From an optimization exercise on the open Yosys and OpenROAD flow, aimed at small area, a short achievable clock period and few clock cycles per item; shortcuts taken in it are not production practice. Function was checked by simulation only, so behaviour that the tests miss may differ from the original.

==> design/flow/config.mk <==
export PLATFORM = sky130hd
export DESIGN_NAME = aes128_iter_core
export DESIGN_NICKNAME = aes128_iter_core
export VERILOG_FILES = /design/flow/design.v
export SDC_FILE = /design/flow/constraint.sdc
export NUM_CORES = 4
export LEC_CHECK = 0
export CAP_MARGIN = 20
export CORE_MARGIN = 2
export CORE_UTILIZATION = 65
export PLACE_DENSITY = 0.85
export SETUP_SLACK_MARGIN = 2.8
export SLEW_MARGIN = 20
export SYNTH_HIERARCHICAL = 1
==> design/flow/constraint.sdc <==
create_clock -name core_clock -period 6.5 [get_ports {clk}]
set_input_delay 1.3000 -clock core_clock [delete_from_list [all_inputs] [get_ports {clk}]]
set_output_delay 1.3000 -clock core_clock [all_outputs]
set_load 0.01 [all_outputs]
==> design/flow/design.v <==
package aes_pkg;
    typedef logic [127:0] aes_state_t;
    typedef enum logic [1:0] {
        IDLE = 2'd0,
        RUN  = 2'd1,
        DONE = 2'd2
    } fsm_state_e;
    function automatic logic [7:0] rcon_of(input logic [3:0] r);
        case (r)
            4'd1:    rcon_of = 8'h01;
            4'd2:    rcon_of = 8'h02;
            4'd3:    rcon_of = 8'h04;
            4'd4:    rcon_of = 8'h08;
            4'd5:    rcon_of = 8'h10;
            4'd6:    rcon_of = 8'h20;
            4'd7:    rcon_of = 8'h40;
            4'd8:    rcon_of = 8'h80;
            4'd9:    rcon_of = 8'h1b;
            4'd10:   rcon_of = 8'h36;
            default: rcon_of = 8'h00;
        endcase
    endfunction
    localparam logic [2047:0] SBOX_TBL = {
        128'h637c777bf26b6fc53001672bfed7ab76,
        128'hca82c97dfa5947f0add4a2af9ca472c0,
        128'hb7fd9326363ff7cc34a5e5f171d83115,
        128'h04c723c31896059a071280e2eb27b275,
        128'h09832c1a1b6e5aa0523bd6b329e32f84,
        128'h53d100ed20fcb15b6acbbe394a4c58cf,
        128'hd0efaafb434d338545f9027f503c9fa8,
        128'h51a3408f929d38f5bcb6da2110fff3d2,
        128'hcd0c13ec5f974417c4a77e3d645d1973,
        128'h60814fdc222a908846eeb814de5e0bdb,
        128'he0323a0a4906245cc2d3ac629195e479,
        128'he7c8376d8dd54ea96c56f4ea657aae08,
        128'hba78252e1ca6b4c6e8dd741f4bbd8b8a,
        128'h703eb5664803f60e613557b986c11d9e,
        128'he1f8981169d98e949b1e87e9ce5528df,
        128'h8ca1890dbfe6426841992d0fb054bb16
    };
    function automatic logic [7:0] sbox(input logic [7:0] b);
        sbox = SBOX_TBL[{~b, 3'b000} +: 8];
    endfunction
    function automatic logic [7:0] xtime(input logic [7:0] b);
        xtime = {b[6:0], 1'b0} ^ (b[7] ? 8'h1b : 8'h00);
    endfunction
endpackage
module aes_g_xor2 (input logic a, input logic b, output logic y);
  assign y = a ^ b;
endmodule
module aes_g_xnor2 (input logic a, input logic b, output logic y);
  assign y = ~(a ^ b);
endmodule
module aes_g_nand2 (input logic a, input logic b, output logic y);
  assign y = ~(a & b);
endmodule
module aes_g_nor2 (input logic a, input logic b, output logic y);
  assign y = ~(a | b);
endmodule
module aes_g_a22oi (input logic a1, input logic a2, input logic b1, input logic b2, output logic y);
  assign y = ~((a1 & a2) | (b1 & b2));
endmodule
module aes_g_o21ai (input logic a1, input logic a2, input logic b1, output logic y);
  assign y = ~((a1 | a2) & b1);
endmodule
module aes_g_a21o (input logic a1, input logic a2, input logic b1, output logic y);
  assign y = (a1 & a2) | b1;
endmodule
module aes_sbox_top (
    input  logic [7:0] x,
    output logic [6:0] m
);
  logic U0, U1, U2, U3, U4, U5, U6, U7;
  assign {U0, U1, U2, U3, U4, U5, U6, U7} = x;
  logic T7, T18, T19, M4, T3, T4, T13, T1, T5, M1, M5, T2;
  logic T10, T24, M17, M14, T11, T15, M11, M15, M21, T20, T9, T12;
  logic T16, M9, M6, M10, M19, T25, M23, T26, M8, T21, M7, M18;
  logic T27, M12, M13, M22, T14, M3, T23, T8, M2, M16, M20, M25;
  logic M28, M27, M29, M31, M32, M33, M26, M24, M30, M34, M35, M36;
  aes_g_xnor2 g0 (.a(U1), .b(U2), .y(T7));
  aes_g_xnor2 g1 (.a(U3), .b(U7), .y(T18));
  aes_g_xor2 g2 (.a(T7), .b(T18), .y(T19));
  aes_g_nand2 g3 (.a(T19), .b(U7), .y(M4));
  aes_g_xor2 g4 (.a(U0), .b(U6), .y(T3));
  aes_g_xor2 g5 (.a(U3), .b(U5), .y(T4));
  aes_g_xor2 g6 (.a(T3), .b(T4), .y(T13));
  aes_g_xor2 g7 (.a(U0), .b(U3), .y(T1));
  aes_g_xor2 g8 (.a(U4), .b(U6), .y(T5));
  aes_g_xor2 g9 (.a(T1), .b(T5), .y(m[2]));
  aes_g_nand2 g10 (.a(T13), .b(m[2]), .y(M1));
  aes_g_xor2 g11 (.a(M4), .b(M1), .y(M5));
  aes_g_xor2 g12 (.a(U0), .b(U5), .y(T2));
  aes_g_xnor2 g13 (.a(m[2]), .b(T7), .y(T10));
  aes_g_xor2 g14 (.a(T2), .b(T10), .y(T24));
  aes_g_xor2 g15 (.a(M5), .b(T24), .y(M17));
  aes_g_nand2 g16 (.a(T2), .b(T10), .y(M14));
  aes_g_xor2 g17 (.a(U1), .b(U5), .y(T11));
  aes_g_xor2 g18 (.a(T5), .b(T11), .y(T15));
  aes_g_nand2 g19 (.a(T1), .b(T15), .y(M11));
  aes_g_xnor2 g20 (.a(M14), .b(M11), .y(M15));
  aes_g_xnor2 g21 (.a(M17), .b(M15), .y(M21));
  aes_g_xor2 g22 (.a(T1), .b(T19), .y(T20));
  aes_g_xnor2 g23 (.a(U7), .b(T7), .y(T9));
  aes_g_xor2 g24 (.a(U2), .b(U5), .y(T12));
  aes_g_xor2 g25 (.a(T5), .b(T12), .y(T16));
  aes_g_xor2 g26 (.a(T9), .b(T16), .y(m[1]));
  aes_g_nand2 g27 (.a(T20), .b(m[1]), .y(M9));
  aes_g_nand2 g28 (.a(T3), .b(T16), .y(M6));
  aes_g_xor2 g29 (.a(M9), .b(M6), .y(M10));
  aes_g_xnor2 g30 (.a(M10), .b(M15), .y(M19));
  aes_g_xnor2 g31 (.a(T20), .b(m[1]), .y(T25));
  aes_g_xnor2 g32 (.a(M19), .b(T25), .y(M23));
  aes_g_xnor2 g33 (.a(T3), .b(T16), .y(T26));
  aes_g_xnor2 g34 (.a(T26), .b(M6), .y(M8));
  aes_g_xnor2 g35 (.a(U6), .b(U7), .y(T21));
  aes_g_xor2 g36 (.a(T7), .b(T21), .y(m[0]));
  aes_g_nand2 g37 (.a(m[0]), .b(T9), .y(M7));
  aes_g_xor2 g38 (.a(M8), .b(M7), .y(M18));
  aes_g_xor2 g39 (.a(T1), .b(T12), .y(T27));
  aes_g_nand2 g40 (.a(T4), .b(T27), .y(M12));
  aes_g_xor2 g41 (.a(M12), .b(M11), .y(M13));
  aes_g_xor2 g42 (.a(M18), .b(M13), .y(M22));
  aes_g_xor2 g43 (.a(m[2]), .b(T11), .y(T14));
  aes_g_xnor2 g44 (.a(T14), .b(M1), .y(M3));
  aes_g_xor2 g45 (.a(T2), .b(m[0]), .y(T23));
  aes_g_xor2 g46 (.a(U7), .b(m[2]), .y(T8));
  aes_g_nand2 g47 (.a(T23), .b(T8), .y(M2));
  aes_g_xnor2 g48 (.a(M3), .b(M2), .y(M16));
  aes_g_xor2 g49 (.a(M16), .b(M13), .y(M20));
  aes_g_nand2 g50 (.a(M22), .b(M20), .y(M25));
  aes_g_xor2 g51 (.a(M23), .b(M25), .y(M28));
  aes_g_xnor2 g52 (.a(M20), .b(M21), .y(M27));
  aes_g_nor2 g53 (.a(M28), .b(M27), .y(M29));
  aes_g_xor2 g54 (.a(M21), .b(M29), .y(m[6]));
  aes_g_nand2 g55 (.a(M20), .b(M23), .y(M31));
  aes_g_nor2 g56 (.a(M27), .b(M31), .y(M32));
  aes_g_xor2 g57 (.a(M27), .b(M25), .y(M33));
  aes_g_xor2 g58 (.a(M32), .b(M33), .y(m[5]));
  aes_g_xor2 g59 (.a(M21), .b(M25), .y(M26));
  aes_g_xnor2 g60 (.a(M22), .b(M23), .y(M24));
  aes_g_nor2 g61 (.a(M26), .b(M24), .y(M30));
  aes_g_xor2 g62 (.a(M23), .b(M30), .y(m[4]));
  aes_g_nand2 g63 (.a(M21), .b(M22), .y(M34));
  aes_g_nor2 g64 (.a(M24), .b(M34), .y(M35));
  aes_g_xnor2 g65 (.a(M24), .b(M25), .y(M36));
  aes_g_xnor2 g66 (.a(M35), .b(M36), .y(m[3]));
endmodule
module aes_sbox_bot (
    input  logic [7:0] x,
    input  logic [3:0] m,
    output logic [7:0] y
);
  logic U0, U1, U2, U3, U4, U5, U6, U7;
  assign {U0, U1, U2, U3, U4, U5, U6, U7} = x;
  logic M37, M38, M39, M40;
  assign {M37, M38, M39, M40} = m;
  logic T7, T9, M50, M42, T1, M61, M41, M45, T4, M62, L0, L13;
  logic T2, T21, T22, T23, M56, L16, M63, T5, T6, T10, M54, M43;
  logic T3, M58, L4, L19, L1, L20, M44, M46, T8, M47, T13, M55;
  logic L3, L7, L21, M48, T12, T16, T17, M51, L12, L22, M59, L8;
  logic L18, L2, L23, L15, T11, T15, M52, T27, M53, L9, L24, M49;
  logic L5, L6, L10, L25, L26, L27, T18, T19, T20, M60, L11, L14;
  logic L28, M57, L17, L29;
  aes_g_xnor2 g0 (.a(U1), .b(U2), .y(T7));
  aes_g_xnor2 g1 (.a(U7), .b(T7), .y(T9));
  aes_g_nand2 g2 (.a(M38), .b(T9), .y(M50));
  aes_g_xor2 g3 (.a(M37), .b(M39), .y(M42));
  aes_g_xor2 g4 (.a(U0), .b(U3), .y(T1));
  aes_g_nand2 g5 (.a(M42), .b(T1), .y(M61));
  aes_g_xor2 g6 (.a(M38), .b(M40), .y(M41));
  aes_g_xor2 g7 (.a(M42), .b(M41), .y(M45));
  aes_g_xor2 g8 (.a(U3), .b(U5), .y(T4));
  aes_g_nand2 g9 (.a(M45), .b(T4), .y(M62));
  aes_g_xor2 g10 (.a(M61), .b(M62), .y(L0));
  aes_g_xor2 g11 (.a(M50), .b(L0), .y(L13));
  aes_g_xor2 g12 (.a(U0), .b(U5), .y(T2));
  aes_g_xnor2 g13 (.a(U6), .b(U7), .y(T21));
  aes_g_xor2 g14 (.a(T7), .b(T21), .y(T22));
  aes_g_xor2 g15 (.a(T2), .b(T22), .y(T23));
  aes_g_nand2 g16 (.a(M40), .b(T23), .y(M56));
  aes_g_xor2 g17 (.a(M56), .b(L0), .y(L16));
  aes_g_nand2 g18 (.a(M41), .b(T2), .y(M63));
  aes_g_xor2 g19 (.a(U4), .b(U6), .y(T5));
  aes_g_xor2 g20 (.a(T1), .b(T5), .y(T6));
  aes_g_xnor2 g21 (.a(T6), .b(T7), .y(T10));
  aes_g_nand2 g22 (.a(M41), .b(T10), .y(M54));
  aes_g_xor2 g23 (.a(M37), .b(M38), .y(M43));
  aes_g_xor2 g24 (.a(U0), .b(U6), .y(T3));
  aes_g_nand2 g25 (.a(M43), .b(T3), .y(M58));
  aes_g_xor2 g26 (.a(M54), .b(M58), .y(L4));
  aes_g_xor2 g27 (.a(M63), .b(L4), .y(L19));
  aes_g_xnor2 g28 (.a(M50), .b(M56), .y(L1));
  aes_g_xor2 g29 (.a(L0), .b(L1), .y(L20));
  aes_g_xor2 g30 (.a(M39), .b(M40), .y(M44));
  aes_g_nand2 g31 (.a(M44), .b(T6), .y(M46));
  aes_g_xor2 g32 (.a(U7), .b(T6), .y(T8));
  aes_g_nand2 g33 (.a(M40), .b(T8), .y(M47));
  aes_g_xor2 g34 (.a(T3), .b(T4), .y(T13));
  aes_g_nand2 g35 (.a(M44), .b(T13), .y(M55));
  aes_g_xnor2 g36 (.a(M47), .b(M55), .y(L3));
  aes_g_xnor2 g37 (.a(M46), .b(L3), .y(L7));
  aes_g_xnor2 g38 (.a(L1), .b(L7), .y(L21));
  aes_g_nand2 g39 (.a(M39), .b(U7), .y(M48));
  aes_g_xor2 g40 (.a(U2), .b(U5), .y(T12));
  aes_g_xor2 g41 (.a(T5), .b(T12), .y(T16));
  aes_g_xor2 g42 (.a(T9), .b(T16), .y(T17));
  aes_g_nand2 g43 (.a(M37), .b(T17), .y(M51));
  aes_g_xnor2 g44 (.a(M48), .b(M51), .y(L12));
  aes_g_xnor2 g45 (.a(L3), .b(L12), .y(L22));
  aes_g_nand2 g46 (.a(M38), .b(T22), .y(M59));
  aes_g_xnor2 g47 (.a(M51), .b(M59), .y(L8));
  aes_g_xnor2 g48 (.a(M58), .b(L8), .y(L18));
  aes_g_xnor2 g49 (.a(M46), .b(M48), .y(L2));
  aes_g_xor2 g50 (.a(L18), .b(L2), .y(L23));
  aes_g_xnor2 g51 (.a(M55), .b(L1), .y(L15));
  aes_g_xor2 g52 (.a(U1), .b(U5), .y(T11));
  aes_g_xor2 g53 (.a(T5), .b(T11), .y(T15));
  aes_g_nand2 g54 (.a(M42), .b(T15), .y(M52));
  aes_g_xor2 g55 (.a(T1), .b(T12), .y(T27));
  aes_g_nand2 g56 (.a(M45), .b(T27), .y(M53));
  aes_g_xnor2 g57 (.a(M52), .b(M53), .y(L9));
  aes_g_xnor2 g58 (.a(L15), .b(L9), .y(L24));
  aes_g_nand2 g59 (.a(M43), .b(T16), .y(M49));
  aes_g_xor2 g60 (.a(M49), .b(M61), .y(L5));
  aes_g_xnor2 g61 (.a(M62), .b(L5), .y(L6));
  aes_g_xor2 g62 (.a(M53), .b(L4), .y(L10));
  aes_g_xnor2 g63 (.a(L6), .b(L10), .y(L25));
  aes_g_xnor2 g64 (.a(L7), .b(L9), .y(L26));
  aes_g_xor2 g65 (.a(L8), .b(L10), .y(L27));
  aes_g_xnor2 g66 (.a(U3), .b(U7), .y(T18));
  aes_g_xor2 g67 (.a(T7), .b(T18), .y(T19));
  aes_g_xor2 g68 (.a(T1), .b(T19), .y(T20));
  aes_g_nand2 g69 (.a(M37), .b(T20), .y(M60));
  aes_g_xnor2 g70 (.a(M60), .b(L2), .y(L11));
  aes_g_xnor2 g71 (.a(M52), .b(M61), .y(L14));
  aes_g_xnor2 g72 (.a(L11), .b(L14), .y(L28));
  aes_g_nand2 g73 (.a(M39), .b(T19), .y(M57));
  aes_g_xor2 g74 (.a(M57), .b(L1), .y(L17));
  aes_g_xor2 g75 (.a(L11), .b(L17), .y(L29));
  aes_g_xnor2 g76 (.a(L6), .b(L23), .y(y[0]));
  aes_g_xor2 g77 (.a(L13), .b(L27), .y(y[1]));
  aes_g_xnor2 g78 (.a(L25), .b(L29), .y(y[2]));
  aes_g_xor2 g79 (.a(L20), .b(L22), .y(y[3]));
  aes_g_xnor2 g80 (.a(L6), .b(L21), .y(y[4]));
  aes_g_xnor2 g81 (.a(L19), .b(L28), .y(y[5]));
  aes_g_xnor2 g82 (.a(L16), .b(L26), .y(y[6]));
  aes_g_xnor2 g83 (.a(L6), .b(L24), .y(y[7]));
endmodule
module aes_sbox_bot7 (
    input  logic [7:0] x,
    input  logic [6:0] m,
    output logic [7:0] y
);
  logic U0, U1, U2, U3, U4, U5, U6, U7;
  assign {U0, U1, U2, U3, U4, U5, U6, U7} = x;
  logic M37, M38, M39, M40, T6, T17, T22;
  assign {M37, M38, M39, M40, T6, T17, T22} = m;
  logic T7, T9, M50, M42, T1, M61, M41, M45, T4, M62, L0, L13;
  logic T2, T23, M56, L16, M63, T10, M54, M43, T3, M58, L4, L19;
  logic L1, L20, M44, M46, T8, M47, T13, M55, L3, L7, L21, M48;
  logic M51, L12, L22, M59, L8, L18, L2, L23, L15, T5, T11, T15;
  logic M52, T12, T27, M53, L9, L24, T16, M49, L5, L6, L10, L25;
  logic L26, L27, T18, T19, T20, M60, L11, L14, L28, M57, L17, L29;
  aes_g_xnor2 g0 (.a(U1), .b(U2), .y(T7));
  aes_g_xnor2 g1 (.a(U7), .b(T7), .y(T9));
  aes_g_nand2 g2 (.a(M38), .b(T9), .y(M50));
  aes_g_xor2 g3 (.a(M37), .b(M39), .y(M42));
  aes_g_xor2 g4 (.a(U0), .b(U3), .y(T1));
  aes_g_nand2 g5 (.a(M42), .b(T1), .y(M61));
  aes_g_xor2 g6 (.a(M38), .b(M40), .y(M41));
  aes_g_xor2 g7 (.a(M42), .b(M41), .y(M45));
  aes_g_xor2 g8 (.a(U3), .b(U5), .y(T4));
  aes_g_nand2 g9 (.a(M45), .b(T4), .y(M62));
  aes_g_xor2 g10 (.a(M61), .b(M62), .y(L0));
  aes_g_xor2 g11 (.a(M50), .b(L0), .y(L13));
  aes_g_xor2 g12 (.a(U0), .b(U5), .y(T2));
  aes_g_xor2 g13 (.a(T2), .b(T22), .y(T23));
  aes_g_nand2 g14 (.a(M40), .b(T23), .y(M56));
  aes_g_xor2 g15 (.a(M56), .b(L0), .y(L16));
  aes_g_nand2 g16 (.a(M41), .b(T2), .y(M63));
  aes_g_xnor2 g17 (.a(T6), .b(T7), .y(T10));
  aes_g_nand2 g18 (.a(M41), .b(T10), .y(M54));
  aes_g_xor2 g19 (.a(M37), .b(M38), .y(M43));
  aes_g_xor2 g20 (.a(U0), .b(U6), .y(T3));
  aes_g_nand2 g21 (.a(M43), .b(T3), .y(M58));
  aes_g_xor2 g22 (.a(M54), .b(M58), .y(L4));
  aes_g_xor2 g23 (.a(M63), .b(L4), .y(L19));
  aes_g_xnor2 g24 (.a(M50), .b(M56), .y(L1));
  aes_g_xor2 g25 (.a(L0), .b(L1), .y(L20));
  aes_g_xor2 g26 (.a(M39), .b(M40), .y(M44));
  aes_g_nand2 g27 (.a(M44), .b(T6), .y(M46));
  aes_g_xor2 g28 (.a(U7), .b(T6), .y(T8));
  aes_g_nand2 g29 (.a(M40), .b(T8), .y(M47));
  aes_g_xor2 g30 (.a(T3), .b(T4), .y(T13));
  aes_g_nand2 g31 (.a(M44), .b(T13), .y(M55));
  aes_g_xnor2 g32 (.a(M47), .b(M55), .y(L3));
  aes_g_xnor2 g33 (.a(M46), .b(L3), .y(L7));
  aes_g_xnor2 g34 (.a(L1), .b(L7), .y(L21));
  aes_g_nand2 g35 (.a(M39), .b(U7), .y(M48));
  aes_g_nand2 g36 (.a(M37), .b(T17), .y(M51));
  aes_g_xnor2 g37 (.a(M48), .b(M51), .y(L12));
  aes_g_xnor2 g38 (.a(L3), .b(L12), .y(L22));
  aes_g_nand2 g39 (.a(M38), .b(T22), .y(M59));
  aes_g_xnor2 g40 (.a(M51), .b(M59), .y(L8));
  aes_g_xnor2 g41 (.a(M58), .b(L8), .y(L18));
  aes_g_xnor2 g42 (.a(M46), .b(M48), .y(L2));
  aes_g_xor2 g43 (.a(L18), .b(L2), .y(L23));
  aes_g_xnor2 g44 (.a(M55), .b(L1), .y(L15));
  aes_g_xor2 g45 (.a(U4), .b(U6), .y(T5));
  aes_g_xor2 g46 (.a(U1), .b(U5), .y(T11));
  aes_g_xor2 g47 (.a(T5), .b(T11), .y(T15));
  aes_g_nand2 g48 (.a(M42), .b(T15), .y(M52));
  aes_g_xor2 g49 (.a(U2), .b(U5), .y(T12));
  aes_g_xor2 g50 (.a(T1), .b(T12), .y(T27));
  aes_g_nand2 g51 (.a(M45), .b(T27), .y(M53));
  aes_g_xnor2 g52 (.a(M52), .b(M53), .y(L9));
  aes_g_xnor2 g53 (.a(L15), .b(L9), .y(L24));
  aes_g_xor2 g54 (.a(T5), .b(T12), .y(T16));
  aes_g_nand2 g55 (.a(M43), .b(T16), .y(M49));
  aes_g_xor2 g56 (.a(M49), .b(M61), .y(L5));
  aes_g_xnor2 g57 (.a(M62), .b(L5), .y(L6));
  aes_g_xor2 g58 (.a(M53), .b(L4), .y(L10));
  aes_g_xnor2 g59 (.a(L6), .b(L10), .y(L25));
  aes_g_xnor2 g60 (.a(L7), .b(L9), .y(L26));
  aes_g_xor2 g61 (.a(L8), .b(L10), .y(L27));
  aes_g_xnor2 g62 (.a(U3), .b(U7), .y(T18));
  aes_g_xor2 g63 (.a(T7), .b(T18), .y(T19));
  aes_g_xor2 g64 (.a(T1), .b(T19), .y(T20));
  aes_g_nand2 g65 (.a(M37), .b(T20), .y(M60));
  aes_g_xnor2 g66 (.a(M60), .b(L2), .y(L11));
  aes_g_xnor2 g67 (.a(M52), .b(M61), .y(L14));
  aes_g_xnor2 g68 (.a(L11), .b(L14), .y(L28));
  aes_g_nand2 g69 (.a(M39), .b(T19), .y(M57));
  aes_g_xor2 g70 (.a(M57), .b(L1), .y(L17));
  aes_g_xor2 g71 (.a(L11), .b(L17), .y(L29));
  aes_g_xnor2 g72 (.a(L6), .b(L23), .y(y[0]));
  aes_g_xor2 g73 (.a(L13), .b(L27), .y(y[1]));
  aes_g_xnor2 g74 (.a(L25), .b(L29), .y(y[2]));
  aes_g_xor2 g75 (.a(L20), .b(L22), .y(y[3]));
  aes_g_xnor2 g76 (.a(L6), .b(L21), .y(y[4]));
  aes_g_xnor2 g77 (.a(L19), .b(L28), .y(y[5]));
  aes_g_xnor2 g78 (.a(L16), .b(L26), .y(y[6]));
  aes_g_xnor2 g79 (.a(L6), .b(L24), .y(y[7]));
endmodule
module aes_mixcol (
    input  logic [31:0] col,
    output logic [31:0] res_n
);
  logic [7:0] a [4];
  logic [7:0] d [4];
  logic [7:0] s [4];
  logic [7:0] r [4];
  logic [7:0] b [4];
  assign a[0] = col[31 -: 8];
  assign res_n[31 -: 8] = b[0];
  assign a[1] = col[23 -: 8];
  assign res_n[23 -: 8] = b[1];
  assign a[2] = col[15 -: 8];
  assign res_n[15 -: 8] = b[2];
  assign a[3] = col[7 -: 8];
  assign res_n[7 -: 8] = b[3];
  aes_g_xor2 g0 (.a(a[0][0]), .b(a[1][0]), .y(d[0][0]));
  aes_g_xor2 g1 (.a(a[0][1]), .b(a[1][1]), .y(d[0][1]));
  aes_g_xor2 g2 (.a(a[0][2]), .b(a[1][2]), .y(d[0][2]));
  aes_g_xor2 g3 (.a(a[0][3]), .b(a[1][3]), .y(d[0][3]));
  aes_g_xor2 g4 (.a(a[0][4]), .b(a[1][4]), .y(d[0][4]));
  aes_g_xor2 g5 (.a(a[0][5]), .b(a[1][5]), .y(d[0][5]));
  aes_g_xor2 g6 (.a(a[0][6]), .b(a[1][6]), .y(d[0][6]));
  aes_g_xor2 g7 (.a(a[0][7]), .b(a[1][7]), .y(d[0][7]));
  aes_g_xor2 g8 (.a(a[1][0]), .b(a[2][0]), .y(d[1][0]));
  aes_g_xor2 g9 (.a(a[1][1]), .b(a[2][1]), .y(d[1][1]));
  aes_g_xor2 g10 (.a(a[1][2]), .b(a[2][2]), .y(d[1][2]));
  aes_g_xor2 g11 (.a(a[1][3]), .b(a[2][3]), .y(d[1][3]));
  aes_g_xor2 g12 (.a(a[1][4]), .b(a[2][4]), .y(d[1][4]));
  aes_g_xor2 g13 (.a(a[1][5]), .b(a[2][5]), .y(d[1][5]));
  aes_g_xor2 g14 (.a(a[1][6]), .b(a[2][6]), .y(d[1][6]));
  aes_g_xor2 g15 (.a(a[1][7]), .b(a[2][7]), .y(d[1][7]));
  aes_g_xor2 g16 (.a(a[2][0]), .b(a[3][0]), .y(d[2][0]));
  aes_g_xor2 g17 (.a(a[2][1]), .b(a[3][1]), .y(d[2][1]));
  aes_g_xor2 g18 (.a(a[2][2]), .b(a[3][2]), .y(d[2][2]));
  aes_g_xor2 g19 (.a(a[2][3]), .b(a[3][3]), .y(d[2][3]));
  aes_g_xor2 g20 (.a(a[2][4]), .b(a[3][4]), .y(d[2][4]));
  aes_g_xor2 g21 (.a(a[2][5]), .b(a[3][5]), .y(d[2][5]));
  aes_g_xor2 g22 (.a(a[2][6]), .b(a[3][6]), .y(d[2][6]));
  aes_g_xor2 g23 (.a(a[2][7]), .b(a[3][7]), .y(d[2][7]));
  aes_g_xor2 g24 (.a(a[3][0]), .b(a[0][0]), .y(d[3][0]));
  aes_g_xor2 g25 (.a(a[3][1]), .b(a[0][1]), .y(d[3][1]));
  aes_g_xor2 g26 (.a(a[3][2]), .b(a[0][2]), .y(d[3][2]));
  aes_g_xor2 g27 (.a(a[3][3]), .b(a[0][3]), .y(d[3][3]));
  aes_g_xor2 g28 (.a(a[3][4]), .b(a[0][4]), .y(d[3][4]));
  aes_g_xor2 g29 (.a(a[3][5]), .b(a[0][5]), .y(d[3][5]));
  aes_g_xor2 g30 (.a(a[3][6]), .b(a[0][6]), .y(d[3][6]));
  aes_g_xor2 g31 (.a(a[3][7]), .b(a[0][7]), .y(d[3][7]));
  aes_g_xor2 g32 (.a(a[1][0]), .b(d[2][0]), .y(s[0][0]));
  aes_g_xor2 g33 (.a(a[1][1]), .b(d[2][1]), .y(s[0][1]));
  aes_g_xor2 g34 (.a(a[1][2]), .b(d[2][2]), .y(s[0][2]));
  aes_g_xor2 g35 (.a(a[1][3]), .b(d[2][3]), .y(s[0][3]));
  aes_g_xor2 g36 (.a(a[1][4]), .b(d[2][4]), .y(s[0][4]));
  aes_g_xor2 g37 (.a(a[1][5]), .b(d[2][5]), .y(s[0][5]));
  aes_g_xor2 g38 (.a(a[1][6]), .b(d[2][6]), .y(s[0][6]));
  aes_g_xor2 g39 (.a(a[1][7]), .b(d[2][7]), .y(s[0][7]));
  aes_g_xor2 g40 (.a(a[2][0]), .b(d[3][0]), .y(s[1][0]));
  aes_g_xor2 g41 (.a(a[2][1]), .b(d[3][1]), .y(s[1][1]));
  aes_g_xor2 g42 (.a(a[2][2]), .b(d[3][2]), .y(s[1][2]));
  aes_g_xor2 g43 (.a(a[2][3]), .b(d[3][3]), .y(s[1][3]));
  aes_g_xor2 g44 (.a(a[2][4]), .b(d[3][4]), .y(s[1][4]));
  aes_g_xor2 g45 (.a(a[2][5]), .b(d[3][5]), .y(s[1][5]));
  aes_g_xor2 g46 (.a(a[2][6]), .b(d[3][6]), .y(s[1][6]));
  aes_g_xor2 g47 (.a(a[2][7]), .b(d[3][7]), .y(s[1][7]));
  aes_g_xor2 g48 (.a(a[3][0]), .b(d[0][0]), .y(s[2][0]));
  aes_g_xor2 g49 (.a(a[3][1]), .b(d[0][1]), .y(s[2][1]));
  aes_g_xor2 g50 (.a(a[3][2]), .b(d[0][2]), .y(s[2][2]));
  aes_g_xor2 g51 (.a(a[3][3]), .b(d[0][3]), .y(s[2][3]));
  aes_g_xor2 g52 (.a(a[3][4]), .b(d[0][4]), .y(s[2][4]));
  aes_g_xor2 g53 (.a(a[3][5]), .b(d[0][5]), .y(s[2][5]));
  aes_g_xor2 g54 (.a(a[3][6]), .b(d[0][6]), .y(s[2][6]));
  aes_g_xor2 g55 (.a(a[3][7]), .b(d[0][7]), .y(s[2][7]));
  aes_g_xor2 g56 (.a(a[0][0]), .b(d[1][0]), .y(s[3][0]));
  aes_g_xor2 g57 (.a(a[0][1]), .b(d[1][1]), .y(s[3][1]));
  aes_g_xor2 g58 (.a(a[0][2]), .b(d[1][2]), .y(s[3][2]));
  aes_g_xor2 g59 (.a(a[0][3]), .b(d[1][3]), .y(s[3][3]));
  aes_g_xor2 g60 (.a(a[0][4]), .b(d[1][4]), .y(s[3][4]));
  aes_g_xor2 g61 (.a(a[0][5]), .b(d[1][5]), .y(s[3][5]));
  aes_g_xor2 g62 (.a(a[0][6]), .b(d[1][6]), .y(s[3][6]));
  aes_g_xor2 g63 (.a(a[0][7]), .b(d[1][7]), .y(s[3][7]));
  assign r[0][0] = d[0][7];
  aes_g_xor2 g64 (.a(d[0][0]), .b(d[0][7]), .y(r[0][1]));
  assign r[0][2] = d[0][1];
  aes_g_xor2 g65 (.a(d[0][2]), .b(d[0][7]), .y(r[0][3]));
  aes_g_xor2 g66 (.a(d[0][3]), .b(d[0][7]), .y(r[0][4]));
  assign r[0][5] = d[0][4];
  assign r[0][6] = d[0][5];
  assign r[0][7] = d[0][6];
  assign r[1][0] = d[1][7];
  aes_g_xor2 g67 (.a(d[1][0]), .b(d[1][7]), .y(r[1][1]));
  assign r[1][2] = d[1][1];
  aes_g_xor2 g68 (.a(d[1][2]), .b(d[1][7]), .y(r[1][3]));
  aes_g_xor2 g69 (.a(d[1][3]), .b(d[1][7]), .y(r[1][4]));
  assign r[1][5] = d[1][4];
  assign r[1][6] = d[1][5];
  assign r[1][7] = d[1][6];
  assign r[2][0] = d[2][7];
  aes_g_xor2 g70 (.a(d[2][0]), .b(d[2][7]), .y(r[2][1]));
  assign r[2][2] = d[2][1];
  aes_g_xor2 g71 (.a(d[2][2]), .b(d[2][7]), .y(r[2][3]));
  aes_g_xor2 g72 (.a(d[2][3]), .b(d[2][7]), .y(r[2][4]));
  assign r[2][5] = d[2][4];
  assign r[2][6] = d[2][5];
  assign r[2][7] = d[2][6];
  assign r[3][0] = d[3][7];
  aes_g_xor2 g73 (.a(d[3][0]), .b(d[3][7]), .y(r[3][1]));
  assign r[3][2] = d[3][1];
  aes_g_xor2 g74 (.a(d[3][2]), .b(d[3][7]), .y(r[3][3]));
  aes_g_xor2 g75 (.a(d[3][3]), .b(d[3][7]), .y(r[3][4]));
  assign r[3][5] = d[3][4];
  assign r[3][6] = d[3][5];
  assign r[3][7] = d[3][6];
  aes_g_xnor2 g76 (.a(s[0][0]), .b(r[0][0]), .y(b[0][0]));
  aes_g_xnor2 g77 (.a(s[0][1]), .b(r[0][1]), .y(b[0][1]));
  aes_g_xnor2 g78 (.a(s[0][2]), .b(r[0][2]), .y(b[0][2]));
  aes_g_xnor2 g79 (.a(s[0][3]), .b(r[0][3]), .y(b[0][3]));
  aes_g_xnor2 g80 (.a(s[0][4]), .b(r[0][4]), .y(b[0][4]));
  aes_g_xnor2 g81 (.a(s[0][5]), .b(r[0][5]), .y(b[0][5]));
  aes_g_xnor2 g82 (.a(s[0][6]), .b(r[0][6]), .y(b[0][6]));
  aes_g_xnor2 g83 (.a(s[0][7]), .b(r[0][7]), .y(b[0][7]));
  aes_g_xnor2 g84 (.a(s[1][0]), .b(r[1][0]), .y(b[1][0]));
  aes_g_xnor2 g85 (.a(s[1][1]), .b(r[1][1]), .y(b[1][1]));
  aes_g_xnor2 g86 (.a(s[1][2]), .b(r[1][2]), .y(b[1][2]));
  aes_g_xnor2 g87 (.a(s[1][3]), .b(r[1][3]), .y(b[1][3]));
  aes_g_xnor2 g88 (.a(s[1][4]), .b(r[1][4]), .y(b[1][4]));
  aes_g_xnor2 g89 (.a(s[1][5]), .b(r[1][5]), .y(b[1][5]));
  aes_g_xnor2 g90 (.a(s[1][6]), .b(r[1][6]), .y(b[1][6]));
  aes_g_xnor2 g91 (.a(s[1][7]), .b(r[1][7]), .y(b[1][7]));
  aes_g_xnor2 g92 (.a(s[2][0]), .b(r[2][0]), .y(b[2][0]));
  aes_g_xnor2 g93 (.a(s[2][1]), .b(r[2][1]), .y(b[2][1]));
  aes_g_xnor2 g94 (.a(s[2][2]), .b(r[2][2]), .y(b[2][2]));
  aes_g_xnor2 g95 (.a(s[2][3]), .b(r[2][3]), .y(b[2][3]));
  aes_g_xnor2 g96 (.a(s[2][4]), .b(r[2][4]), .y(b[2][4]));
  aes_g_xnor2 g97 (.a(s[2][5]), .b(r[2][5]), .y(b[2][5]));
  aes_g_xnor2 g98 (.a(s[2][6]), .b(r[2][6]), .y(b[2][6]));
  aes_g_xnor2 g99 (.a(s[2][7]), .b(r[2][7]), .y(b[2][7]));
  aes_g_xnor2 g100 (.a(s[3][0]), .b(r[3][0]), .y(b[3][0]));
  aes_g_xnor2 g101 (.a(s[3][1]), .b(r[3][1]), .y(b[3][1]));
  aes_g_xnor2 g102 (.a(s[3][2]), .b(r[3][2]), .y(b[3][2]));
  aes_g_xnor2 g103 (.a(s[3][3]), .b(r[3][3]), .y(b[3][3]));
  aes_g_xnor2 g104 (.a(s[3][4]), .b(r[3][4]), .y(b[3][4]));
  aes_g_xnor2 g105 (.a(s[3][5]), .b(r[3][5]), .y(b[3][5]));
  aes_g_xnor2 g106 (.a(s[3][6]), .b(r[3][6]), .y(b[3][6]));
  aes_g_xnor2 g107 (.a(s[3][7]), .b(r[3][7]), .y(b[3][7]));
endmodule
module aes_xnor_bank #(
    parameter int unsigned W = 128
) (
    input  logic [W-1:0] a,
    input  logic [W-1:0] b,
    output logic [W-1:0] y
);
  for (genvar i = 0; i < W; i++) begin : g_bit
    aes_g_xnor2 u_x (.a(a[i]), .b(b[i]), .y(y[i]));
  end
endmodule
module aes_sel3_bank #(
    parameter int unsigned W = 128
) (
    input  logic         s0,
    input  logic         s1,
    input  logic         s01,
    input  logic [W-1:0] a,
    input  logic [W-1:0] b,
    input  logic [W-1:0] c_n,
    output logic [W-1:0] y
);
  for (genvar i = 0; i < W; i++) begin : g_bit
    logic x;
    aes_g_a22oi u_p (.a1(s0), .a2(a[i]), .b1(s1), .b2(b[i]), .y(x));
    aes_g_o21ai u_o (.a1(s01), .a2(c_n[i]), .b1(x), .y(y[i]));
  end
endmodule
module aes_hold_bank #(
    parameter int unsigned W = 128
) (
    input  logic         ld_n,
    input  logic [W-1:0] d_n,
    input  logic [W-1:0] q,
    output logic [W-1:0] y
);
  for (genvar i = 0; i < W; i++) begin : g_bit
    logic x;
    aes_g_nand2 u_h (.a(ld_n), .b(q[i]), .y(x));
    aes_g_o21ai u_o (.a1(ld_n), .a2(d_n[i]), .b1(x), .y(y[i]));
  end
endmodule
module aes_xor_bank #(
    parameter int unsigned W = 128
) (
    input  logic [W-1:0] a,
    input  logic [W-1:0] b,
    output logic [W-1:0] y
);
  for (genvar i = 0; i < W; i++) begin : g_bit
    aes_g_xor2 u_x (.a(a[i]), .b(b[i]), .y(y[i]));
  end
endmodule
module aes128_iter_core #(
    parameter int unsigned ROUNDS_PER_CYCLE = 1
) (
    input  logic         clk,
    input  logic         rst_n,
    input  logic         in_valid,
    output logic         in_ready,
    input  logic [127:0] plaintext,
    input  logic [127:0] key,
    output logic         out_valid,
    input  logic         out_ready,
    output logic [127:0] ciphertext
);
    logic [127:0] a_s, a_k;         
    logic [127:0] b_u, b_k;         
    logic [111:0] b_m;              
    logic [15:0]  b_km;             
    logic [127:0] o_ct;             
    logic         o_v;
    logic         va, pa;           
    logic [3:0]   ra;               
    logic         vb, pb, lb;       
    logic [3:0]   rb;               
    logic         fa;               
    logic         fp;               
    logic [127:0] u;
    logic [111:0] m;
    logic [27:0]  km;
    logic [31:0]  w3a;
    aes_xor_bank #(.W(128)) u_ark (.a(a_s), .b(a_k), .y(u));
    for (genvar j = 0; j < 16; j++) begin : g_top
        aes_sbox_top u_st (.x(u[8*j +: 8]), .m(m[7*j +: 7]));
    end
    assign w3a = {a_k[23:0], a_k[31:24]};
    for (genvar j = 0; j < 4; j++) begin : g_ktop
        aes_sbox_top u_kt (.x(w3a[8*j +: 8]), .m(km[7*j +: 7]));
    end
    always_ff @(posedge clk) begin
        b_u  <= u;
        b_m  <= m;
        b_k  <= a_k;
        for (int j = 0; j < 4; j++) b_km[4*j +: 4] <= km[7*j + 3 +: 4];
    end
    logic [127:0] sub, shf, mc_n, kn_n, fin_ct_n;
    logic [31:0]  w3b, subrot;
    logic [31:0]  w0, w1, w2, w3, p0, p1, p2, p3;
    logic [7:0]   rcon;
    for (genvar j = 0; j < 16; j++) begin : g_bot
        aes_sbox_bot7 u_sb (.x(b_u[8*j +: 8]), .m(b_m[7*j +: 7]), .y(sub[8*j +: 8]));
    end
    always_comb begin
        for (int c = 0; c < 4; c++) begin
            for (int r = 0; r < 4; r++) begin
                shf[127-8*(4*c+r) -: 8] = sub[127-8*(4*((c+r)%4)+r) -: 8];
            end
        end
    end
    for (genvar c = 0; c < 4; c++) begin : g_mc
        aes_mixcol u_mc (.col(shf[127-32*c -: 32]), .res_n(mc_n[127-32*c -: 32]));
    end
    assign w3b = {b_k[23:0], b_k[31:24]};
    for (genvar j = 0; j < 4; j++) begin : g_kbot
        aes_sbox_bot u_kb (.x(w3b[8*j +: 8]), .m(b_km[4*j +: 4]), .y(subrot[8*j +: 8]));
    end
    always_comb begin
        case (rb)
            4'd0:    rcon = 8'h01;
            4'd1:    rcon = 8'h02;
            4'd2:    rcon = 8'h04;
            4'd3:    rcon = 8'h08;
            4'd4:    rcon = 8'h10;
            4'd5:    rcon = 8'h20;
            4'd6:    rcon = 8'h40;
            4'd7:    rcon = 8'h80;
            4'd8:    rcon = 8'h1b;
            4'd9:    rcon = 8'h36;
            default: rcon = 8'h00;
        endcase
    end
    assign {w0, w1, w2, w3} = b_k;
    assign p0 = w0 ^ {rcon, 24'h0};
    assign p1 = p0 ^ w1;
    assign p2 = p1 ^ w2;
    assign p3 = p2 ^ w3;
    aes_xnor_bank #(.W(128)) u_kx (.a({p0, p1, p2, p3}), .b({4{subrot}}), .y(kn_n));
    aes_xor_bank #(.W(128)) u_fin (.a(shf), .b(kn_n), .y(fin_ct_n));
    logic o_free, fin, wt, acc;
    logic va_n, pa_n, fa_n;
    logic [3:0] ra_n;
    logic ir_a, fin_n;
    assign o_free   = !o_v || out_ready;
    assign fin      = fp && o_free;
    assign fin_n    = !fin;
    assign wt       = lb && !fin;
    assign ir_a     = !vb || (fp && !o_v);
    aes_g_a21o u_ir (.a1(fp), .a2(out_ready), .b1(ir_a), .y(in_ready));
    assign acc      = in_valid && in_ready;
    logic         sel_hold;
    logic [127:0] a_s_d, a_k_d;
    assign sel_hold = !vb || lb;         
    aes_sel3_bank #(.W(128)) u_sels (.s0(in_ready), .s1(wt), .s01(sel_hold),
                                     .a(plaintext), .b(b_u), .c_n(mc_n), .y(a_s_d));
    aes_sel3_bank #(.W(128)) u_selk (.s0(in_ready), .s1(wt), .s01(sel_hold),
                                     .a(key), .b(b_k), .c_n(kn_n), .y(a_k_d));
    logic [127:0] o_ct_d;
    aes_hold_bank #(.W(128)) u_oh (.ld_n(fin_n), .d_n(fin_ct_n), .q(o_ct), .y(o_ct_d));
    always_ff @(posedge clk) begin
        a_s <= a_s_d;
        a_k <= a_k_d;
        o_ct <= o_ct_d;
    end
    always_comb begin
        va_n = vb && !fin;
        pa_n = pb;
        ra_n = rb + 4'd1;
        if (acc) begin
            va_n = 1'b1;
            pa_n = 1'b0;
            ra_n = 4'd0;
        end else if (wt) begin
            pa_n = ~pb;
            ra_n = rb;
        end
    end
    assign fa_n = !acc && !fa;
    always_ff @(posedge clk) begin
        ra <= ra_n;
        pa <= pa_n;
        rb <= ra;
        pb <= pa;
        fa <= fa_n;
        if (!rst_n) begin
            va  <= 1'b0;
            vb  <= 1'b0;
            lb  <= 1'b0;
            fp  <= 1'b0;
            o_v <= 1'b0;
        end else begin
            va <= va_n;
            vb <= va;
            lb <= va && (ra == 4'd9);
            fp <= va && (ra == 4'd9) && !pa && (!va_n || !fa_n);
            if (fin) begin
                o_v <= 1'b1;
            end else if (out_ready) begin
                o_v <= 1'b0;
            end
        end
    end
    assign out_valid  = o_v;
    assign ciphertext = o_ct;
endmodule
==> design/flow/flow/run.sh <==
#!/bin/bash
# Layout flow: the standard ORFS flow (standard.sh, unchanged synthesis), with the
# port buffers that placement inserts on every input and output made buf_2 cells
# instead of the default pick, and ORFS settings passed as make variables.
set -euo pipefail
cd "$(dirname "$0")/.."
bash standard.sh "BUFFER_PORTS_ARGS=-buffer_cell sky130_fd_sc_hd__buf_2" finish > standard_flow.log 2>&1
test -f out/final.def
==> design/flow/standard.sh <==
#!/bin/bash
# synth_recipe.tcl (not shown) runs the flow's synth.tcl, then flattens the netlist and writes it again
# the make line also repeats each setting of config.mk as NAME=value (left out here)
make -C /OpenROAD-flow-scripts/flow DESIGN_CONFIG=/design/flow/config.mk WORK_HOME=/design/flow/orfs CLKGATE_MAP_FILE= SYNTH_SCRIPT=/design/flow/synth_recipe.tcl "${@:-finish}"
==> reports/results.tsv, run 1 <==
metric	value	unit
grt_first_pass_wirelength	244000	µm
grt_start_max_net_pins	159	
synth_seq_cells	792	
ys_seq_area_frac	0.303	
first_pass_iters	5	
slew_headroom	0.222	
dieArea	82800	µm²
num_vias	40500	
reg2reg_depth	10	
syn-num-nets	5749	
end_kind	flop	
finalHoldViolCount	0	
worstPathRequired	7020	ps
syn_area	52300	µm²
drt_iter0_drc	3841	
r2r_end	a_s[116]	
wl_per_cell	23.7	µm
initial_core_util	0.653	
cts_buffer_depth	3	
hold_start	a_k[71]	
drc	0	
whs_endpoint	b_k[71]	
max_stage_delay	810	ps
synth_warnings	15	
avgViaCountPerCell	5.67	
rsz0062_at_grt	true	
dpl-instance-area	56100	µm²
synth.distinct_cells	29	
synth-main-ff-cell	dfxtp_1	
ios	390	
dp_hpwl	133000	µm
hold_depth	0	
antenna_left	0	
yosysTopAreaCell	xor2_1	
syn_avg_cell_area	9.53	µm²
drt_wl_total	170000	µm
yosysTopAreaCellShare	0.338	
maxCapViolCount	0	
synth_edf_count	0	
final_nets	6280	
r2r_slack	2720	ps
critical_path.most_common_cell	xor2_1	
gp_congestion	1.06	
grt_use_met2	0.617	
grt-busiest-layer	met2	
htreeDepth	3	
finalCoreUtilization	0.754	
cts_tree	done	
netlist_top_cells_count	2,017 x xor2_1, 1,181 x xnor2_1, 792 x dfxtp_1, 730 x nand2_1, 384 x o21ai_1	
worst_hold_slack	360	ps
cp.arrival	4300	ps
r2r-start	b_m[76]	
cts.clk_slew.worst_paths	60	ps
die_x	288	µm
tightestPinTransition	1160	ps
syn_to_final_growth	15.5	%
gr-usage-all-layers	0.393	
syn_inst	5488	
period_minus_slack	3780	ps
overflow	0	
portBuffers	389	
worst-setup-path-type	flop to flop	
fin_crit_sh	0.582	
crit_chain	xor2_1 -> xor2_1 -> nand2_1 -> xor2_1 -> xor2_1 -> xor2_1 -> xor2_1 -> xor2_1 -> xnor2_1 -> o21ai_1	
setup_viol	0	
drive_above_1_share	0.167	
met1_usage	0.493	
synthArstFlopShare	0	
placementRows	104	
drv_slew	0	
status	timing/DRC/antenna clean	
cts_made_buffers	87	
synth.area.top_cells	xor2_1 34%, dfxtp_1 30%, xnor2_1 20%	
cp-start-kind	flop	
die_h	288	µm
crit_fanout	4	
clk-insertion-delay-late	650	ps
final_area	60400	µm²
cts-root-buf	clkbuf_16	
met3_usage	0.0794	
core	80200	µm²
yosysMostFrequentCell	xor2_1	
slowest_stage	xor2_1	
fmaxAchievable	264	MHz
clock_sinks	792	
antenna_found_initial	2	
grt_pass1_vias	40000	
hold_class	flop to flop	
holdBufCountCts	0	
skew	32.9	ps
==> stage by stage <==
stage	instances	setup WS [ps]	TNS (ps)
after global routing	7143	2650	0
final	7145	2720	0
after global placement	6981	2560	0
after CTS	7134	2750	0
after floorplan	5488	-1350	-245890
after detailed placement	6981	2550	0
==> final cells by class <==
class	count	area (µm²)
Multi-Input combinational cell	4691	37700
Timing Repair Buffer	445	2440
Sequential cell	792	15900
Inverter	2	7.51
Clock buffer	116	2500
Clock inverter	37	532
Antenna cell	2	5.00
Fill cell	5617	19700
Tap cell	1060	1330
==> per-layer routing <==
metal  wire length (µm)  share of wire
met5                 33        0.00019
met4              12700          0.075
met3              16200          0.095
met2              74900           0.44
met1              65800           0.39
==> flip-flops by register name (all words and copies together) (netlist names), 4 cells and up <==
name,flops
a_k,128
a_s,128
b_k,128
b_u,128
o_ct,128
b_m,112
b_km,16
rcon,8
ra,4
rb,4
==> worst max-delay path by stage <==
stage | start | endpoint | slack [ps] | cells past startpoint
after CTS | b_u[116] | a_s[10] | 2750 | 10
after global placement | b_u[82] | a_s[116] | 2560 | 11
after global routing | b_m[76] | a_s[116] | 2650 | 10
final | b_m[76] | a_s[116] | 2720 | 10
after floorplan | out_ready | ra[1] | -1350 | 4
after detailed placement | b_u[85] | a_s[116] | 2550 | 11
==> Yosys stat by module, one instance, submodules excluded, excerpt <==
module	area, µm²	flip-flops and latches	copies in the design	cells inside
aes128_iter_core	17100	792	1	947
aes_g_a22oi	12.5	0	256	1
aes_g_xnor2	8.76	0	1180	1
aes_g_xor2	8.76	0	1912	1
aes_g_a21o	7.51	0	1	1
aes_g_o21ai	5.00	0	384	1
aes_g_nand2	3.75	0	728	1
aes_g_nor2	3.75	0	80	1
==> what timing repair did <==
item,in CTS,in global routing
setup buffers,0,9
endpoints found under the setup margin,81,199
gates resized for setup,35,130
pin swaps,0,7
==> worst max-delay path: cells and delay by family (launching register included) <==
family / cells / cell delay, ps
XOR/XNOR: 8 / 2900
flip-flops: 1 / 460
AND/OR/NAND/NOR: 1 / 150
AO/OA/AOI/OAI: 1 / 130
==> logic make-up (layout without fill, tap and decap cells) <==
family,after synthesis,in the layout,synth area share
AO/OA/AOI/OAI,653,653,0.0995
XOR/XNOR,3198,3198,0.535
adder cells (fa/ha/maj),1,1,0.000239
buffers and inverters,5,600,0.000359
flip-flops,792,792,0.303
multiplexers,1,1,0.000191
other,0,2,0
AND/OR/NAND/NOR,838,838,0.0614
==> cells in the final DEF (no fill, tap or decap), types with 3 or more instances in the layout <==
cell and n:
clkbuf_8 19, clkbuf_1 9, nand2_1 729, and2_1 3, a21oi_1 5, clkbuf_16 88
clkinv_2 13, xnor2_2 82, o21ai_0 3, dfxtp_1 792, a22oi_2 256, inv_6 5
xnor2_1 1097, buf_2 389, xor2_2 76, xor2_1 1939, o21ai_1 384, nor2_1 86
clkinvlp_4 5, buf_4 50, bufinv_16 12, buf_12 6
Testbench counts, summed over its fixed seeds: cycles 16,024, items 1,600.
==> inputs of run 2 (changes only) <==
--- a/design/flow/config.mk
+++ b/design/flow/config.mk
@@ -7,8 +7,8 @@
 export LEC_CHECK = 0
 export CAP_MARGIN = 20
 export CORE_MARGIN = 2
-export CORE_UTILIZATION = 65
-export PLACE_DENSITY = 0.85
-export SETUP_SLACK_MARGIN = 2.8
+export CORE_UTILIZATION = 55
+export PLACE_DENSITY = 0.75
+export SETUP_SLACK_MARGIN = 3.1
 export SLEW_MARGIN = 20
 export SYNTH_HIERARCHICAL = 1
==> run 2 against run 1 <==
  * Highest routed layer unchanged
  * Critical endpoint unchanged
  * Critical path type unchanged
  * Synthesized cell count is the same
  * Wire length grew 3.8%
  * First-iteration DRC count grew 1.8%
  * Synthesized area is the same
  * Clock-buffer cell count grew 17
  * Largest cell class unchanged
==> reports/results.tsv, run 2 <==
metric	value	unit	change
status	timing/DRC/antenna clean		unchanged
die_x	312	µm	was 288 µm
clk-insertion-delay-late	680	ps	was 650 ps
layout_common_cells	1,806 x xor2_1, 956 x xnor2_1, 765 x dfxtp_1, 729 x nand2_1, 389 x buf_2		was 1,939 x xor2_1, 1,097 x xnor2_1, 792 x dfxtp_1, 729 x nand2_1, 389 x buf_2
synth-main-ff-cell	dfxtp_1		unchanged
clock_sinks	792		unchanged
rsz0062_at_grt	true		unchanged
ios	390		unchanged
syn_area	52300	µm²	unchanged
fin_cells	7468		was 7,145
dieArea	97600	µm²	was 82,800 µm²
synth_warnings	15		unchanged
synth.distinct_cells	29		unchanged
antenna_found_initial	6		was 2
worst-setup-path-type	flop to flop		unchanged
fin_crit_sh	0.538		was 0.582
fin_ws	3000	ps	was 2720 ps
yosys.area_share.adder	0.000239		unchanged
grt_pass1_vias	39900		was 40,000
tightestPinTransition	1160	ps	about the same
place_inst	7179		was 6,981
cts_tree	done		unchanged
pre_cts_slack	2440	ps	was 2550 ps
htreeDepth	3		unchanged
portBuffers	389		unchanged
drt_iter0_drc	3909		was 3,841
slew_headroom	0.230		was 0.222
antenna_left	0		unchanged
core	94600	µm²	was 80,200 µm²
mostFrequentLayoutCell	xor2_1		unchanged
drv_slew	0		unchanged
syn_to_final_growth	23.5	%	was 15.5%
drt_wl_total	176000	µm	was 170,000 µm
initial_core_util	0.553		was 0.653
cts_buffer_depth	3		unchanged
holdBufCountCts	0		unchanged
syn_avg_cell_area	9.53	µm²	unchanged
drc	0		unchanged
synthMuxAreaShare	0.000191		unchanged
cp.arrival	4010	ps	was 4300 ps
synth.area.top_cells	xor2_1 34%, dfxtp_1 30%, xnor2_1 20%		unchanged
fin_setup_tns	0	ps	unchanged
cts-root-buf	clkbuf_16		unchanged
cts_made_buffers	91		was 87
yosysTopAreaCell	xor2_1		unchanged
drive_above_1_share	0.228		was 0.167
wl_per_cell	23.6	µm	was 23.7 µm
yosysTopAreaCellShare	0.338		unchanged
maxCapViolCount	0		unchanged
worstPathRequired	7020	ps	about the same
cts.clk_slew.worst_paths	60	ps	about the same
synthArstFlopShare	0		unchanged
period_minus_slack	3500	ps	was 3780 ps
dp_hpwl	136000	µm	was 133,000 µm
synth_compound_area_frac	0.0995		unchanged
die_h	312	µm	was 288 µm
end_kind	flop		unchanged
yosysMostFrequentCell	xor2_1		unchanged
syn_inst	5488		unchanged
avgViaCountPerCell	5.44		was 5.67
grt_start_max_net_pins	131		was 159
grt_first_pass_wirelength	252000	µm	was 244,000 µm
fmaxAchievable	286	MHz	was 264 MHz
setup_viol	0		unchanged
syn-num-nets	5749		unchanged
ys_seq_area_frac	0.303		unchanged
synth_top_family_by_area	XOR/XNOR gates		unchanged
synth_edf_count	0		unchanged
final_nets	6384		was 6,280
num_vias	40600		was 40,500
finalHoldViolCount	0		unchanged
netlist_top_cells_count	2,017 x xor2_1, 1,181 x xnor2_1, 792 x dfxtp_1, 730 x nand2_1, 384 x o21ai_1		unchanged
synth_seq_cells	792		unchanged
crit_fanout	4		unchanged
gr-usage-all-layers	0.344		was 0.393
gp_congestion	1.03		was 1.06
overflow	0		unchanged
first_pass_iters	6		was 5
finalCoreUtilization	0.683		was 0.754
skew	35.0	ps	was 32.9 ps
synth_xor_area_frac	0.535		unchanged
cp-start-kind	flop		unchanged
placementRows	113		was 104
hold_class	flop to flop		unchanged
synth-simple-area-share	0.0614		unchanged
run 2: cell types whose count changed in the layout (fill, tap and decap cells not counted), sizes merged:
cell,previous run,this run
clkinvlp,5,3
diode,2,4
buf,445,545
clkinv,15,17
clkbuf,116,133
inv,7,6
run 2: per-stage QoR:
stage | hold WS (ps) | area, µm²
2_1_floorplan | 324 | 52300
3_3_place_gp | 341 | 56300
3_5_place_dp | 346 | 56300
4_1_cts | 357 | 61500
5_1_grt | 368 | 64600
6_report | 353 | 64600
run 2: kinds of logic after synthesis:
kind of cell,Yosys count
flops,792
mux,1
simple gates,838
buf+inv,5
compound gates,653
fa+ha+maj,1
xor+xnor,3198
run 2: critical path: stages (launching register included):
cell and delay [ps]:
dfxtp_1 430, xor2_1 320, xor2_1 250, nand2_1 190, xor2_1 380, xor2_1 400
xor2_4 370, xor2_1 310, xor2_1 160, xnor2_2 390, o21ai_1 140
run 2: per-module statistics from Yosys (local to each module, per instance), excerpt:
module | flops+latches | times used
aes128_iter_core | 792 | 1
aes_g_a22oi | 0 | 256
aes_g_xnor2 | 0 | 1180
aes_g_xor2 | 0 | 1912
aes_g_a21o | 0 | 1
aes_g_o21ai | 0 | 384
aes_g_nand2 | 0 | 728
aes_g_nor2 | 0 | 80
run 2: repair_timing:
| action | CTS | global route |
|---|---|---|
| hold endpoints to repair | 0 | 0 |
| pin swaps | 22 | 80 |
| endpoints found under the setup margin | 346 | 342 |
| buffers inserted | 23 | 93 |
| gates resized for setup | 229 | 302 |
run 2: cell type report:
type / count / area [µm²]
Inverter: 2 / 7.51
Sequential cell: 792 / 15900
Multi-Input combinational cell: 4691 / 40600
Clock inverter: 36 / 529
Fill cell: 7095 / 30000
Tap cell: 1265 / 1580
Timing Repair Buffer: 545 / 3340
Clock buffer: 133 / 2630
Antenna cell: 4 / 10.0
run 2: path summary, 6_finish.rpt:
kind / startpoint / to / slack [ps] / cells past startpoint
worst max-delay path: b_m[74] / a_s[116] / 3000 / 10
worst min-delay path: pa / pb / 350 / 0
worst min register to register: pa / pb / 350 / 0
worst max register to register: b_m[74] / a_s[116] / 3000 / 10
run 2: per-layer routing:
metal | up-vias | wire, µm | global-route usage
met5 | - | 13 | 0
met1 | 19700 | 70200 | 0.446
met2 | 1776 | 79600 | 0.547
met4 | 2 | 11400 | 0.191
li1 | 18800 | - | -
met3 | 423 | 14800 | 0.0554
==> inputs of run 3 (changes only) <==
--- a/design/flow/config.mk
+++ b/design/flow/config.mk
@@ -9,6 +9,6 @@
 export CORE_MARGIN = 2
 export CORE_UTILIZATION = 55
 export PLACE_DENSITY = 0.75
-export SETUP_SLACK_MARGIN = 3.1
+export SETUP_SLACK_MARGIN = 2.5
 export SLEW_MARGIN = 20
 export SYNTH_HIERARCHICAL = 1
==> run 3 against run 2 <==
  * Still clean on timing, DRC and antenna
  * Non-clock buffer count fell by 116
  * Clock-buffer cell count unchanged
  * Clock skew is 1.1 ps lower
  * Critical path depth up 1
  * Worst setup slack worse by 400 ps
==> reports/results.tsv, run 3 <==
metric	value	unit	change
status	timing/DRC/antenna clean		unchanged
core	94600	µm²	unchanged
worst-setup-path-type	flop to flop		unchanged
clk-insertion-delay-late	680	ps	about the same
final_nets	6268		was 6,384
crit_start	b_u[114]		was b_m[74]
r2r_end	a_s[10]		was a_s[116]
rsz0062_at_grt	true		unchanged
synth_edf_count	0		unchanged
cts_made_buffers	91		unchanged
synth_compound_area_frac	0.0995		unchanged
yosysMostFrequentCell	xor2_1		unchanged
yosys.area_share.adder	0.000239		unchanged
finalHoldViolCount	0		unchanged
gr-usage-all-layers	0.339		was 0.344
cts_setup_buffers	0		was 23
grt_start_max_net_pins	131		unchanged
hold_class	flop to flop		unchanged
portBuffers	389		unchanged
yosysTopAreaCell	xor2_1		unchanged
synth.area.top_cells	xor2_1 34%, dfxtp_1 30%, xnor2_1 20%		unchanged
wl_per_cell	23.1	µm	was 23.6 µm
syn_avg_cell_area	9.53	µm²	unchanged
syn-num-nets	5749		unchanged
ios	390		unchanged
synth_seq_cells	792		unchanged
r2r-start	b_u[114]		was b_m[74]
num_vias	39600		was 40,600
maxCapViolCount	0		unchanged
place_inst	7179		unchanged
antenna_found_initial	3		was 6
yosysTopAreaCellShare	0.338		unchanged
drc	0		unchanged
clock_sinks	792		unchanged
period_minus_slack	3900	ps	was 3500 ps
final_area	59700	µm²	was 64,600 µm²
synth_top_family_by_area	XOR/XNOR gates		unchanged
fin_ws	2600	ps	was 3000 ps
r2r_slack	2600	ps	was 3000 ps
antenna_left	0		unchanged
tightestPinTransition	1290	ps	was 1160 ps
pre_cts_slack	2440	ps	unchanged
cts_buffer_depth	3		unchanged
cts-root-buf	clkbuf_16		unchanged
dpl-instance-area	56300	µm²	unchanged
ys_seq_area_frac	0.303		unchanged
fmaxAchievable	257	MHz	was 286 MHz
reg2reg_depth	11		was 10
crit_fanout	5		was 4
worstPathRequired	7020	ps	about the same
die_h	312	µm	unchanged
synth-main-ff-cell	dfxtp_1		unchanged
syn_to_final_growth	14.1	%	was 23.5%
holdBufCountCts	0		unchanged
syn_inst	5488		unchanged
syn_area	52300	µm²	unchanged
htreeDepth	3		unchanged
synthArstFlopShare	0		unchanged
dp_hpwl	136000	µm	unchanged
die_x	312	µm	unchanged
overflow	0		unchanged
synth_xor_area_frac	0.535		unchanged
setup_viol	0		unchanged
drt_iter0_drc	3197		was 3,909
gp_congestion	1.03		unchanged
initial_core_util	0.553		unchanged
drive_above_1_share	0.144		was 0.228
synth_warnings	15		unchanged
placementRows	113		unchanged
mostFrequentLayoutCell	xor2_1		unchanged
crit_end	a_s[10]		was a_s[116]
synth-simple-area-share	0.0614		unchanged
synthMuxAreaShare	0.000191		unchanged
dieArea	97600	µm²	unchanged
drv_slew	0		unchanged
grt_pass1_vias	39400		was 39,900
first_pass_iters	5		was 6
cts.clk_slew.worst_paths	60	ps	about the same
slew_headroom	0.131		was 0.230
fin_crit_sh	0.599		was 0.538
fin_setup_tns	0	ps	unchanged
cp-start-kind	flop		unchanged
grt_first_pass_wirelength	248000	µm	was 252,000 µm
netlist_top_cells_count	2,017 x xor2_1, 1,181 x xnor2_1, 792 x dfxtp_1, 730 x nand2_1, 384 x o21ai_1		unchanged
skew	33.9	ps	was 35.0 ps
fin_cells	7349		was 7,468
drt_wl_total	170000	µm	was 176,000 µm
fillerInstances	7897		was 7,095
cp.arrival	4410	ps	was 4010 ps
layout_common_cells	2,008 x xor2_1, 1,150 x xnor2_1, 792 x dfxtp_1, 729 x nand2_1, 389 x buf_2		was 1,806 x xor2_1, 956 x xnor2_1, 765 x dfxtp_1, 729 x nand2_1, 389 x buf_2
avgViaCountPerCell	5.38		was 5.44
cts_tree	done		unchanged
end_kind	flop		unchanged
synth.distinct_cells	29		unchanged
## run 3: per-stage QoR
stage	util	hold WS (ps)
6_report	0.631	352
5_1_grt	0.631	368
3_5_place_dp	0.595	346
2_1_floorplan	-	324
3_3_place_gp	0.595	341
4_1_cts	0.629	357
## run 3: per-module statistics from Yosys (local to each module, per instance), excerpt
module            cells inside  times used  flip-flops and latches
aes_g_a22oi                  1         256                       0
aes_g_a21o                   1           1                       0
aes_g_nor2                   1          80                       0
aes_g_xnor2                  1        1180                       0
aes_g_o21ai                  1         384                       0
aes_g_nand2                  1         728                       0
aes_g_xor2                   1        1912                       0
aes128_iter_core           947           1                     792
## run 3: cells by family (layout without fill, tap and decap cells)
logic type	count (synthesis)	count (layout)
xor+xnor	3198	3198
simple gates	838	838
flops	792	792
compound gates	653	653
buf+inv	5	600
fa+ha+maj	1	1
mux	1	1
other cells	0	1
## run 3: critical path, stage by stage, from the launching register on
cell     delay (ps)
dfxtp_1         480
xor2_1          290
xor2_1          210
nand2_1         120
xnor2_1         480
xor2_1          160
xor2_1          190
xnor2_1         680
xor2_1          230
xor2_1          230
xnor2_1         520
o21ai_1         150
## run 3: layer usage
metal / up-vias / global-route usage / routed length [µm]
met1: 19000 / 0.441 / 71000
met5: - / 0 / 16
met2: 1526 / 0.535 / 75500
met4: 2 / 0.192 / 10800
li1: 18700 / - / -
met3: 392 / 0.0534 / 12400
## run 3: final cells by class
class                   count  area, µm²  share of cell area
clock buffers             133       2630              0.0440
inverters                   2       7.51            0.000126
repair buffers            429       2320              0.0389
diodes                      1       2.50           0.0000419
flip-flops and latches    792      15900               0.265
well taps                1265       1580              0.0265
clock inverters            36        529             0.00886
multi-input cells        4691      36800               0.616
## run 3: what timing repair did
item | in CTS | in global routing
resized for setup | 3 | 30
setup endpoints to repair | 5 | 55
hold endpoints to repair | 0 | 0
## run 3: worst min-delay path by stage
stage,start,to,slack (ps),depth (start not counted)
after floorplan,pa,pb,320,0
after global placement,pa,pb,340,0
after detailed placement,pa,pb,350,0
after CTS,pa,pb,360,0
after global routing,pa,pb,370,0
final,pa,pb,350,0

## what the ideal ports hide
Ports are ideal in the flow. The routed layouts listed here were re-timed in OpenROAD.
Step 1: set_driving_cell puts a clkbuf_16 on clk and a buf_2 on each other input, an assumption about the parent block.
Step 2 times the ports against the registers' clock, not the clock port: input delays grow and output delays shrink by t, the midpoint of the rising clock arrivals with the driver on.
a / b / c = ideal ports / drivers / drivers and shift; a / b = the first two.
| run | t (ns) | slack for setup (ns) | slew at the worst register clock pin (ns) | pins driven straight from the clock port |
|---|---|---|---|---|
| run 1 | 0.714 | 2.715 / 2.715 / 2.704 | 0.06 / 0.06 | 1 |
| run 2 | 0.738 | 3.002 / 3.002 / 3.002 | 0.07 / 0.07 | 1 |
| run 3 | 0.738 | 2.604 / 2.604 / 2.604 | 0.06 / 0.06 | 1 |
After both steps every run listed still meets setup and hold. The setup slack of run 1, which loses most, moves by 0.000 ns with the drivers and by -0.011 ns with both steps.
